From an optimization exercise on the open Yosys and OpenROAD flow, aimed at small area, a short achievable clock period and few clock cycles per item; shortcuts taken in it are not production practice.
Only simulation tests tie the RTL to the original design; equivalence was not proved.

[run.sh]
#!/bin/bash
# synth_recipe.tcl (not shown) runs the flow's synth.tcl, then flattens the netlist and writes it again
# the make line also repeats each setting of config.mk as NAME=value (left out here)
make -C /OpenROAD-flow-scripts/flow DESIGN_CONFIG=/design/flow/config.mk WORK_HOME=/design/flow/orfs CLKGATE_MAP_FILE= SYNTH_SCRIPT=/design/flow/synth_recipe.tcl finish
[design.v]
module best_disp_select #(
    parameter int unsigned NPIX_LOG2 = 8
) (
    input  logic               clk,
    input  logic               rst,
    input  logic               frame_start,
    input  logic [10:0]        fsum,
    input  logic               valid,
    input  logic               last,
    input  logic [13:0]        g2sum,
    input  logic [10:0]        gsum,
    input  logic [13:0]        fg,
    input  logic [5:0]         place,
    output logic               busy,
    output logic [5:0]         best_place,
    output logic               best_valid,
    output logic               done,
    output logic               overrun
);
    logic        r_busy;
    logic        r_done;
    logic        r_overrun;
    logic        r_bvalid;
    logic [5:0]  r_bplace;
    logic [21:0] r_bnum;
    logic [21:0] r_bden;
    logic signed [20:0] r_bk;
    logic        r0_v;
    logic [10:0] r0_fsum;
    logic [10:0] r0_gsum;
    logic [13:0] r0_fg;
    logic [13:0] r0_g2sum;
    logic [5:0]  r0_place;
    logic        r0_last;
    logic [21:0] w_fsgs;
    logic [21:0] w_gsgs;
    logic [22:0] w_num;
    logic [22:0] w_den;
    assign w_fsgs = r0_fsum * r0_gsum;
    assign w_gsgs = r0_gsum * r0_gsum;
    assign w_num  = {1'b0, r0_fg, 8'd0} - {1'b0, w_fsgs};
    assign w_den  = {1'b0, r0_g2sum, 8'd0} - {1'b0, w_gsgs};
    logic        r1_v;
    logic [22:0] r1_num;
    logic [22:0] r1_den;
    logic [5:0]  r1_place;
    logic        r1_last;
    logic signed [19:0] w_la;
    logic signed [19:0] w_ld;
    logic        w_elig1;
    bds_log2 u_la (.v(r1_num[21:0]), .y(w_la));
    bds_log2 u_ld (.v(r1_den[21:0]), .y(w_ld));
    assign w_elig1 = !r1_num[22] && (|r1_num[21:0]) && !r1_den[22] && (|r1_den[21:0]);
    logic        r2_v;
    logic        r2_elig;
    logic [21:0] r2_num;
    logic [21:0] r2_den;
    logic signed [19:0] r2_la;
    logic signed [19:0] r2_ld;
    logic [5:0]  r2_place;
    logic        r2_last;
    logic signed [20:0] w_k;
    logic signed [21:0]   w_delta;
    logic        w_go;
    logic        w_win;
    logic        w_amb;
    assign w_k     = 21'(r2_la) + 21'(r2_la) - 21'(r2_ld);
    assign w_delta = 22'(w_k) - 22'(r_bk);
    assign w_go    = r2_v && !r_busy;
    assign w_win   = r2_elig && (!r_bvalid || (w_delta >= 22'sd24));
    assign w_amb   = r2_elig && r_bvalid && (w_delta > -22'sd24) && (w_delta < 22'sd24);
    logic [21:0] s_num;
    logic [21:0] s_den;
    logic [5:0]  s_place;
    logic        s_last;
    logic signed [20:0] s_k;
    logic [5:0]  s_cnt;
    logic [21:0] s_p;
    logic [21:0] s_q;
    logic signed [22:0] s_z;
    logic        s_sticky;
    logic        w_pbit;
    logic        w_qbit;
    logic [22:0] w_p1;
    logic [22:0] w_q1;
    logic signed [23:0] w_za;
    logic signed [23:0] w_zb;
    logic signed [23:0] w_z1;
    logic        w_fin;
    logic        w_swin;
    assign w_pbit = (s_cnt < 6'd22) ? r_bden[s_cnt[4:0]] : 1'b0;
    assign w_qbit = (s_cnt < 6'd22) ? s_den[s_cnt[4:0]] : 1'b0;
    assign w_p1   = {1'b0, s_p} + (w_pbit ? {1'b0, s_num} : 23'd0);
    assign w_q1   = {1'b0, s_q} + (w_qbit ? {1'b0, r_bnum} : 23'd0);
    assign w_za   = w_p1[0] ? {2'b0, s_num} : 24'd0;
    assign w_zb   = w_q1[0] ? {2'b0, r_bnum} : 24'd0;
    assign w_z1   = s_z + w_za - w_zb;
    assign w_fin  = (s_cnt == 6'd44);
    assign w_swin = (s_z > 23'sd0) || ((s_z == 23'sd0) && s_sticky);
    always_ff @(posedge clk) begin
        if (rst) begin
            r_busy    <= 1'b0;
            r_done    <= 1'b0;
            r_overrun <= 1'b0;
            r_bvalid  <= 1'b0;
            r_bplace  <= '0;
            r0_v      <= 1'b0;
            r1_v      <= 1'b0;
            r2_v      <= 1'b0;
        end else if (frame_start) begin
            r_busy    <= 1'b0;
            r_done    <= 1'b0;
            r_overrun <= 1'b0;
            r_bvalid  <= 1'b0;
            r_bplace  <= '0;
            r0_v      <= valid;
            r1_v      <= 1'b0;
            r2_v      <= 1'b0;
        end else begin
            r_done <= 1'b0;
            if (valid && r_busy)
                r_overrun <= 1'b1;
            if (!r_busy) begin
                r0_v <= valid;
                r1_v <= r0_v;
                r2_v <= r1_v;
            end
            if (w_go) begin
                if (w_amb) begin
                    r_busy <= 1'b1;
                end else begin
                    r_done <= r2_last;
                    if (w_win) begin
                        r_bvalid <= 1'b1;
                        r_bplace <= r2_place;
                    end
                end
            end
            if (r_busy && w_fin) begin
                r_busy <= 1'b0;
                r_done <= s_last;
                if (w_swin)
                    r_bplace <= s_place;
            end
        end
    end
    always_ff @(posedge clk) begin
        if (valid && (frame_start || !r_busy)) begin
            r0_fsum  <= fsum;
            r0_gsum  <= gsum;
            r0_fg    <= fg;
            r0_g2sum <= g2sum;
            r0_place <= place;
            r0_last  <= last;
        end
        if (!r_busy) begin
            r1_num   <= w_num;
            r1_den   <= w_den;
            r1_place <= r0_place;
            r1_last  <= r0_last;
        end
        if (!r_busy) begin
            r2_elig  <= w_elig1;
            r2_num   <= r1_num[21:0];
            r2_den   <= r1_den[21:0];
            r2_la    <= w_la;
            r2_ld    <= w_ld;
            r2_place <= r1_place;
            r2_last  <= r1_last;
        end
        if (w_go && w_win && !w_amb) begin
            r_bnum <= r2_num;
            r_bden <= r2_den;
            r_bk   <= w_k;
        end
        if (w_go && w_amb) begin
            s_num    <= r2_num;
            s_den    <= r2_den;
            s_place  <= r2_place;
            s_last   <= r2_last;
            s_k      <= w_k;
            s_cnt    <= '0;
            s_p      <= '0;
            s_q      <= '0;
            s_z      <= '0;
            s_sticky <= 1'b0;
        end
        if (r_busy) begin
            if (w_fin) begin
                if (w_swin) begin
                    r_bnum <= s_num;
                    r_bden <= s_den;
                    r_bk   <= s_k;
                end
            end else begin
                s_cnt    <= s_cnt + 6'd1;
                s_p      <= w_p1[22:1];
                s_q      <= w_q1[22:1];
                s_z      <= w_z1[23:1];
                s_sticky <= s_sticky | w_z1[0];
            end
        end
    end
    assign busy       = r_busy;
    assign best_place = r_bplace;
    assign best_valid = r_bvalid;
    assign done       = r_done;
    assign overrun    = r_overrun;
endmodule
module bds_log2 (
    input  logic [21:0]          v,
    output logic signed [19:0] y
);
    logic [4:0]  p;
    logic [21:0] n;
    always_comb begin
        n = v;
        p = 5'd21;
        if (n[21:6] == '0) begin n = n << 16; p = p - 5'd16; end
        if (n[21:14] == '0) begin n = n << 8; p = p - 5'd8; end
        if (n[21:18] == '0) begin n = n << 4; p = p - 5'd4; end
        if (n[21:20] == '0) begin n = n << 2; p = p - 5'd2; end
        if (n[21] == 1'b0) begin n = n << 1; p = p - 5'd1; end
    end
    logic [11:0] ft;
    logic [4:0] h;
    logic [6:0] fl;
    logic signed [19:0] ip;
    logic signed [19:0] fp;
    assign ft = n[20:9];
    assign h  = ft[11:7];
    assign fl = ft[6:0];
    assign ip = {2'b0, p, 13'd0};
    assign fp = {7'b0, ft, 1'd0};
    logic signed [10:0] c0;
    logic signed [5:0]  c1;
    always_comb begin
        case (h)
            5'd0: c0 = 11'sd4;
            5'd1: c0 = 11'sd110;
            5'd2: c0 = 11'sd206;
            5'd3: c0 = 11'sd292;
            5'd4: c0 = 11'sd371;
            5'd5: c0 = 11'sd439;
            5'd6: c0 = 11'sd498;
            5'd7: c0 = 11'sd549;
            5'd8: c0 = 11'sd593;
            5'd9: c0 = 11'sd625;
            5'd10: c0 = 11'sd655;
            5'd11: c0 = 11'sd678;
            5'd12: c0 = 11'sd694;
            5'd13: c0 = 11'sd704;
            5'd14: c0 = 11'sd705;
            5'd15: c0 = 11'sd705;
            5'd16: c0 = 11'sd699;
            5'd17: c0 = 11'sd685;
            5'd18: c0 = 11'sd669;
            5'd19: c0 = 11'sd645;
            5'd20: c0 = 11'sd620;
            5'd21: c0 = 11'sd587;
            5'd22: c0 = 11'sd554;
            5'd23: c0 = 11'sd513;
            5'd24: c0 = 11'sd472;
            5'd25: c0 = 11'sd423;
            5'd26: c0 = 11'sd375;
            5'd27: c0 = 11'sd319;
            5'd28: c0 = 11'sd264;
            5'd29: c0 = 11'sd202;
            5'd30: c0 = 11'sd136;
            5'd31: c0 = 11'sd72;
            default: c0 = '0;
        endcase
    end
    always_comb begin
        case (h)
            5'd0: c1 = 6'sd13;
            5'd1: c1 = 6'sd12;
            5'd2: c1 = 6'sd11;
            5'd3: c1 = 6'sd10;
            5'd4: c1 = 6'sd8;
            5'd5: c1 = 6'sd7;
            5'd6: c1 = 6'sd6;
            5'd7: c1 = 6'sd5;
            5'd8: c1 = 6'sd4;
            5'd9: c1 = 6'sd4;
            5'd10: c1 = 6'sd3;
            5'd11: c1 = 6'sd2;
            5'd12: c1 = 6'sd1;
            5'd13: c1 = 6'sd0;
            5'd14: c1 = 6'sd0;
            5'd15: c1 = -6'sd1;
            5'd16: c1 = -6'sd2;
            5'd17: c1 = -6'sd2;
            5'd18: c1 = -6'sd3;
            5'd19: c1 = -6'sd3;
            5'd20: c1 = -6'sd4;
            5'd21: c1 = -6'sd4;
            5'd22: c1 = -6'sd5;
            5'd23: c1 = -6'sd5;
            5'd24: c1 = -6'sd6;
            5'd25: c1 = -6'sd6;
            5'd26: c1 = -6'sd7;
            5'd27: c1 = -6'sd7;
            5'd28: c1 = -6'sd8;
            5'd29: c1 = -6'sd8;
            5'd30: c1 = -6'sd8;
            5'd31: c1 = -6'sd9;
            default: c1 = '0;
        endcase
    end
    logic signed [7:0]    fls;
    logic signed [13:0] prod;
    assign fls  = {1'b0, fl};
    assign prod = fls * c1;
    assign y    = ip + fp + c0 + (prod >>> 4);
endmodule
[constraint.sdc]
create_clock -name core_clock -period 12.0 [get_ports {clk}]
set_input_delay 2.4000 -clock core_clock [delete_from_list [all_inputs] [get_ports {clk}]]
set_output_delay 2.4000 -clock core_clock [all_outputs]
set_load 0.01 [all_outputs]
[config.mk]
export PLATFORM = sky130hd
export DESIGN_NAME = best_disp_select
export DESIGN_NICKNAME = best_disp_select
export VERILOG_FILES = /design/flow/design.v
export SDC_FILE = /design/flow/constraint.sdc
export NUM_CORES = 4
export LEC_CHECK = 0
export CAP_MARGIN = 20
export CORE_MARGIN = 2
export CORE_UTILIZATION = 40
export SLEW_MARGIN = 20
==> metrics.cfg <==
[sta]
skew_ns = 0.03868
post-route-period-util = 0.9366
finalSetupTns_ns = 0
min_period_ns = 11.24
hold_viol_final = 0
slew_headroom = 0.2074
drv_slew = 0
finalSetupViolations = 0
worst_slew_pin_slew_ns = 1.178
hold_ws_ns = 0.4197
timing.fmax_mhz = 88.97

[floorplan]
die_area_um2 = 94620
pin_count = 71
die_w_um = 307.6
start_util = 0.4029
die_h_um = 307.6
core_um2 = 91520
placementRows = 111

[placed_design]
placed_cell_area_um2 = 38820
place_congestion = 0.8717
portBuffers = 70
place_hpwl_um = 63230

[routing]
vias = 26670
vias_per_cell = 5.176
drt-total-wl_um = 83440
postRouteAntennaNets = 0
wl_per_cell_um = 16.19
drt_iter0_markers = 1481
drc_errors = 0
firstDrtPassIters = 5

[yosys]
ys_types = 106
netlist_area_um2 = 36870
synth_seq_area_share = 0.3032
yosys-top-cells-area = edfxtp_1 (22%), fa_1 (14%), ha_1 (12%)
async_reset_ff_frac = 0
syn-mean-instance-area_um2 = 9.469
synth_top_area_share = 0.2207
synth_flop_cell = edfxtp_1
synth_seq_cells = 423
yosys.area.top_type = edfxtp_1
syn_nets = 4576
synth_edf_count = 271
synth_warnings = 2
syn_inst = 3894

[critical_path]
critical_path.top_delay_family = compound AO/OA/AOI/OAI gates
cp.buffers_inverters = 4
critPathKind = reg2reg
crit_path_max_incr_delay_ns = 0.53
required_ns = 12.37
crit_path_max_fanout = 11
cp-start-kind = flop
cp.arrival_ns = 11.61
crit_slowest_cell = fa_1
end_kind = flop

[clock_network]
clockRootBuffer = clkbuf_16
cts_tree = built
cts.path.max_buffers = 3
cts.sinks = 423
h-tree-depth = 2
clk_pin_slew_ns = 0.06
clk_latency_ns = 0.64
cts_buffers = 52

[grt]
grt_pass1_vias = 26700
groute.usage.overall = 0.1798
overflow = 0
use_met2 = 0.2994
antenna_found_initial = 0
grt_max_degree = 112
grt_pass1_wl_um = 138900
grt_busiest_layer = met2
grt_util_met1 = 0.2448
met3_usage = 0.02395

[final_layout]
drive_gt1_frac = 0.05724
finalInstanceArea_um2 = 40570
area_delta_synth_final_pct = 10.03
seqCellArea_um2 = 11180
finalNetCount = 4606
multi_input_area_um2 = 23080
fill_cells = 8858
reg.largest.list = r1_num: 23 flops, s_z: 23 flops

[hold_path]
min_path_type = reg2reg

[run_status]
status = finished clean

[job]
drv_cap = 0

==> layout by cell type, fill, tap and decap left out, types with 55 or more instances in the layout <==
cell	n
inv_1	536
a21oi_1	143
nand2_1	400
nor2_1	277
xor2_1	61
a21o_1	55
ha_1	361
dfxtp_1	152
xnor2_1	120
o22ai_1	57
edfxtp_1	271
and2_1	178
fa_1	260
clkdlybuf4s50_1	70
o21ai_0	131
nor3_1	66
==> layout make-up <==
cell class	instances	share of cell area
sequential	423	0.2756
timing repair buffer	116	0.02637
clock buffer	64	0.03396
multi-input combinational	2783	0.5690
antenna	1	0.00006168
tap	1186	0.03658
clock inverter	32	0.007371
inverter	548	0.05104
==> path summary, 6_finish.rpt <==
path / from / to / slack, ns / depth (start not counted)
worst max register to register: r1_den[19] / r2_ld[18] / 0.76 / 43
worst min-delay path: r0_place[0] / r1_place[0] / 0.42 / 0
worst min register to register: r0_place[0] / r1_place[0] / 0.42 / 0
worst max-delay path: r1_den[19] / r2_ld[18] / 0.76 / 43
==> Yosys cell counts (94+ instances only) <==
| cell type | number |
|---|---|
| and2_1 | 178 |
| nor2_1 | 277 |
| fa_1 | 260 |
| xnor2_1 | 121 |
| inv_1 | 539 |
| dfxtp_1 | 152 |
| clkbuf_1 | 94 |
| a21oi_1 | 144 |
| nand2_1 | 400 |
| ha_1 | 361 |
| o21ai_0 | 131 |
| edfxtp_1 | 271 |
==> timing repair <==
item,4_1_cts,5_1_grt
resized for setup,0,5
endpoints found under the setup margin,0,8
hold buffers,0,0
buffers inserted,0,0
==> metal layers <==
layer	wire, um	part of all wire	vias to the layer above
li1	-	-	13370
met1	39720	0.48	12780
met2	38520	0.46	431
met3	3127	0.037	94
met4	2072	0.025	0
met5	0	0	-
==> through the flow <==
stage	util	instances	worst slack [ns]
after global placement	0.4242	5055	0.6585
after global routing	0.4432	5152	-0.01575
final	0.4433	5153	0.7608
after CTS	0.4425	5151	0.4347
after detailed placement	0.4242	5055	0.4567
after floorplan	-	3894	1.593
==> kinds of logic (layout without fill, tap and decap cells) <==
kind of cell | count (synthesis) | after routing | synth area share
adder cells (fa/ha/maj) | 621 | 621 | 0.2637
other | 1 | 2 | 0.0001017
flip-flops | 423 | 423 | 0.3032
AND/OR/NAND/NOR | 1168 | 1168 | 0.1514
multiplexers | 80 | 80 | 0.02671
XOR/XNOR | 184 | 184 | 0.04442
buffers and inverters | 688 | 760 | 0.07269
AO/OA/AOI/OAI | 729 | 729 | 0.1377
Testbench counts, summed over its fixed seeds: cycles 10,109, items 9,296.

[separate check: timing with driven ports]
Ports are ideal in the flow. The routed layout listed here was re-timed in OpenROAD. Step 1, drivers: a clkbuf_16 drives clk and a buf_2 each remaining input, both assumed. Step 2 times the ports against the registers' clock, not the clock port: input delays grow and output delays shrink by t, the midpoint of the rising clock arrivals with the driver on. a / b / c = no drivers / after step 1 / after step 2; a / b = the first two.
t, ns: 0.684
setup slack, ns: 0.761 / 0.761 / 0.761
latest minus earliest clock arrival (ns): 0.042 / 0.042
After both steps setup and hold are still met in this run. The setup slack of this run moves by 0.000 ns with the drivers and by 0.000 ns with both steps.
